From an optimization exercise on the open Yosys and OpenROAD flow, aimed at small area, a short achievable clock period and few clock cycles; shortcuts taken in it are not production practice. In this exercise RTL edits were held to simulation tests only and were not proved equivalent to the original.

== cedar ==
## ip_mod_conv
module ip_mod_conv
#(
  parameter int DATAWIDTH = 32,
  parameter int SIZE_X    = 32,
  parameter int SIZE_Y    = 32,
  parameter int SIZE_Z    = 64,
  parameter logic [31:0] IP_ID_VAL = 32'h1000500C
) (
  input  logic                 clk,
  input  logic                 rst_a,
  input  logic                 en_s,
  input  logic [DATAWIDTH-1:0] data_in,
  output logic [DATAWIDTH-1:0] data_out,
  input  logic                 write,
  input  logic                 read,
  input  logic                 start,
  input  logic [4:0]           conf_dbus,
  output logic                 int_req
);
  localparam logic [4:0] CFG_X_MEM    = 5'd0;
  localparam logic [4:0] CFG_X_PTR    = 5'd1;
  localparam logic [4:0] CFG_Y_MEM    = 5'd2;
  localparam logic [4:0] CFG_Y_PTR    = 5'd3;
  localparam logic [4:0] CFG_Z_MEM    = 5'd4;
  localparam logic [4:0] CFG_Z_PTR    = 5'd5;
  localparam logic [4:0] CFG_CONF_MEM = 5'd6;
  localparam logic [4:0] CFG_STATUS   = 5'd30;
  localparam logic [4:0] CFG_IP_ID    = 5'd31;
  localparam int NT  = 8;           
  localparam int LNT = $clog2(NT);
  localparam int ZW  = 63;          
  localparam int PAD = NT + 2;
  logic [31:0] mem_x [32];
  logic [31:0] mem_y [32];
  logic [31:0] mem_z [ZW];
  logic [4:0]  ptr_x_reg;
  logic [4:0]  ptr_y_reg;
  logic [5:0]  ptr_z_reg;
  logic [10:0] conf_reg;
  logic        done_reg;
  logic [7:0]  mask_reg;
  logic        busy_reg;
  logic [5:0]  zlen_reg;
  logic wr_x, wr_y, wr_conf, wr_status;
  logic rd_x, rd_y, rd_z;
  always_comb begin
    wr_x      = write && (conf_dbus == CFG_X_MEM);
    wr_y      = write && (conf_dbus == CFG_Y_MEM);
    wr_conf   = write && (conf_dbus == CFG_CONF_MEM);
    wr_status = write && (conf_dbus == CFG_STATUS);
    rd_x      = read  && (conf_dbus == CFG_X_MEM);
    rd_y      = read  && (conf_dbus == CFG_Y_MEM);
    rd_z      = read  && (conf_dbus == CFG_Z_MEM);
  end
  logic [5:0] nx, ny;
  logic       shape;
  logic [4:0] off;
  always_comb begin
    nx    = (conf_reg[4:0] == 5'd0) ? 6'd32 : {1'b0, conf_reg[4:0]};
  ...
Size in the first run: about 21,000 cells after synthesis, ~5,500 flip-flops, roughly 76 I/O pins, about 0.31 mm2 of cells after synthesis.
export LEC_CHECK = 0
export CAP_MARGIN = 20
export CORE_MARGIN = 2
export CORE_UTILIZATION = 45
export PLACE_DENSITY = 0.6
export SETUP_SLACK_MARGIN = 5
export SLEW_MARGIN = 20
create_clock -name core_clock -period 10.0 [get_ports {clk}]
standard.sh (not shown) runs the stock make flow with config.mk's settings and CLKGATE_MAP_FILE= SYNTH_SCRIPT=/design/flow/synth_recipe.tcl, a recipe that flattens the netlist after the stock synthesis.
==> flow/flow/run.sh <==
#!/bin/bash
# Standard layout (the standard.sh: standard synthesis, floorplan, place,
# CTS, route, finish) with:
#  - timing repair after CTS and global routing aiming at a setup slack of
#    SETUP_SLACK_MARGIN ns at the design's clock, on the worst
#    TNS_END_PERCENT % of the endpoints,
#  - ports buffered with buf_4 instead of the default delay-cell buffer,
#  - up to 10 antenna repair passes after detailed routing.
set -euo pipefail
bash standard.sh \
  SETUP_SLACK_MARGIN=6.1 \
  TNS_END_PERCENT=20 \
  "BUFFER_PORTS_ARGS=-buffer_cell sky130_fd_sc_hd__buf_4" \
  MAX_REPAIR_ANTENNAS_ITER_DRT=10 \
  finish > flow_make.log 2>&1
cedar finished every stage; the final checks, however, were not passed, the failures being max-capacitance violations, max-slew violations.
Testbench counts of cedar, summed over its fixed seeds: cycles 10,818.
Inputs modified between cedar and birch:
--- a/flow/flow/run.sh
+++ b/flow/flow/run.sh
@@ -4,4 +4,3 @@
 #  - timing repair after CTS and global routing aiming at a setup slack of
-#    SETUP_SLACK_MARGIN ns at the design's clock, on the worst
-#    TNS_END_PERCENT % of the endpoints,
+#    SETUP_SLACK_MARGIN ns at the design's clock,
 #  - ports buffered with buf_4 instead of the default delay-cell buffer,
@@ -10,4 +9,3 @@
 bash standard.sh \
-  SETUP_SLACK_MARGIN=6.1 \
-  TNS_END_PERCENT=20 \
+  SETUP_SLACK_MARGIN=6.3 \
   "BUFFER_PORTS_ARGS=-buffer_cell sky130_fd_sc_hd__buf_4" \
[summary]
- In cedar the implementation completed, yet the final layout does not meet the checks, the culprit being max-capacitance violations, max-slew violations.
- birch went all the way through synthesis, placement and routing and the layout is clean on timing, DRC and antenna.
- Against cedar as the reference, birch delivers a higher upper clock frequency limit.
- Against cedar as the reference, birch delivers a higher routed wire length.
- Number of antenna violations at the first check in global routing went up by more than 10% going from cedar to birch.
- Endpoint of the most critical setup path: mem_z[9][24] -> cedar, u_core.g0_c[3][24] -> birch
- Total via count in the routed design: birch vs cedar up about 1.8%

* * *

## rev 12
ip_mod_conv, a different RTL version from the one above (not shown whole).
Size in the first run: about 23000 cells after synthesis, about 76 I/O pins, roughly 310000 sq um of cells after synthesis.
Settings: LEC_CHECK=0, CAP_MARGIN=20, CORE_MARGIN=2, CORE_UTILIZATION=45, PLACE_DENSITY=0.6, SETUP_SLACK_MARGIN=5, SLEW_MARGIN=20; clock period 10.0 ns.
run.sh (not shown) runs the stock make flow with config.mk's settings and CLKGATE_MAP_FILE= SYNTH_SCRIPT=/design/flow/synth_recipe.tcl, a recipe that flattens the netlist after the stock synthesis.
Stock flow here: none of the scripts above is used.
Rev 12 completed; timing, DRC and antenna clean
Testbench counts of rev 12, summed over its fixed seeds: cycles 10,818.
The inputs of rev 13 differ from those of rev 12 as listed below.
- clearing SETUP_SLACK_MARGIN, which used to be 5
## What came out
- Rev 13: full flow OK, the timing, DRC and antenna checks passed
- In the tables for rev 12 and rev 13, count of plain and timing-repair buffers in the layout reads lower with rev 13.
- Rev 13 vs. rev 12: smallest hold slack neither gained nor lost much, met1 capacity usage during global routing neither gained nor lost much.
- Row global routing usage summed across all routing layers: rev 13 lower / rev 12 higher
- Changes observed in rev 13 relative to rev 12: via count now smaller, met2 wirelength from detailed routing now smaller.

re-timing with driven ports:
The flow's constraints put no driver on any port. The routed layouts listed below were extracted and timed again, unchanged, in two steps. Step 1 sets driving cells, clkbuf_16 on the clock port and buf_2 on the other inputs (assumed; they add their load-dependent delay and slew). Step 2 adds t to the input delays and takes it off the output delays; t is the mean of the earliest and latest rising clock arrival at the registers after step 1. Input paths then give back, and output paths get back, about the clock's delay inside the block. a / b / c = ideal / step 1 / step 2; a / b = the first two.
run | t (ns) | setup slack, ns | worst setup path after step 2 | latest minus earliest clock arrival (ns)
cedar | 1.253 | 5.740 / 5.788 / 4.535 | input to register | 0.078 / 0.078
birch | 1.254 | 5.874 / 5.874 / 4.973 | input to register | 0.096 / 0.096
rev 12 | 1.225 | 4.945 / 4.945 / 3.911 | input to register | 0.119 / 0.119
rev 13 | 1.229 | 3.710 / 3.710 / 3.043 | input to register | 0.120 / 0.120
For cedar, which loses most, drivers alone change the setup slack by +0.048 ns; drivers and shift together by -1.205 ns.
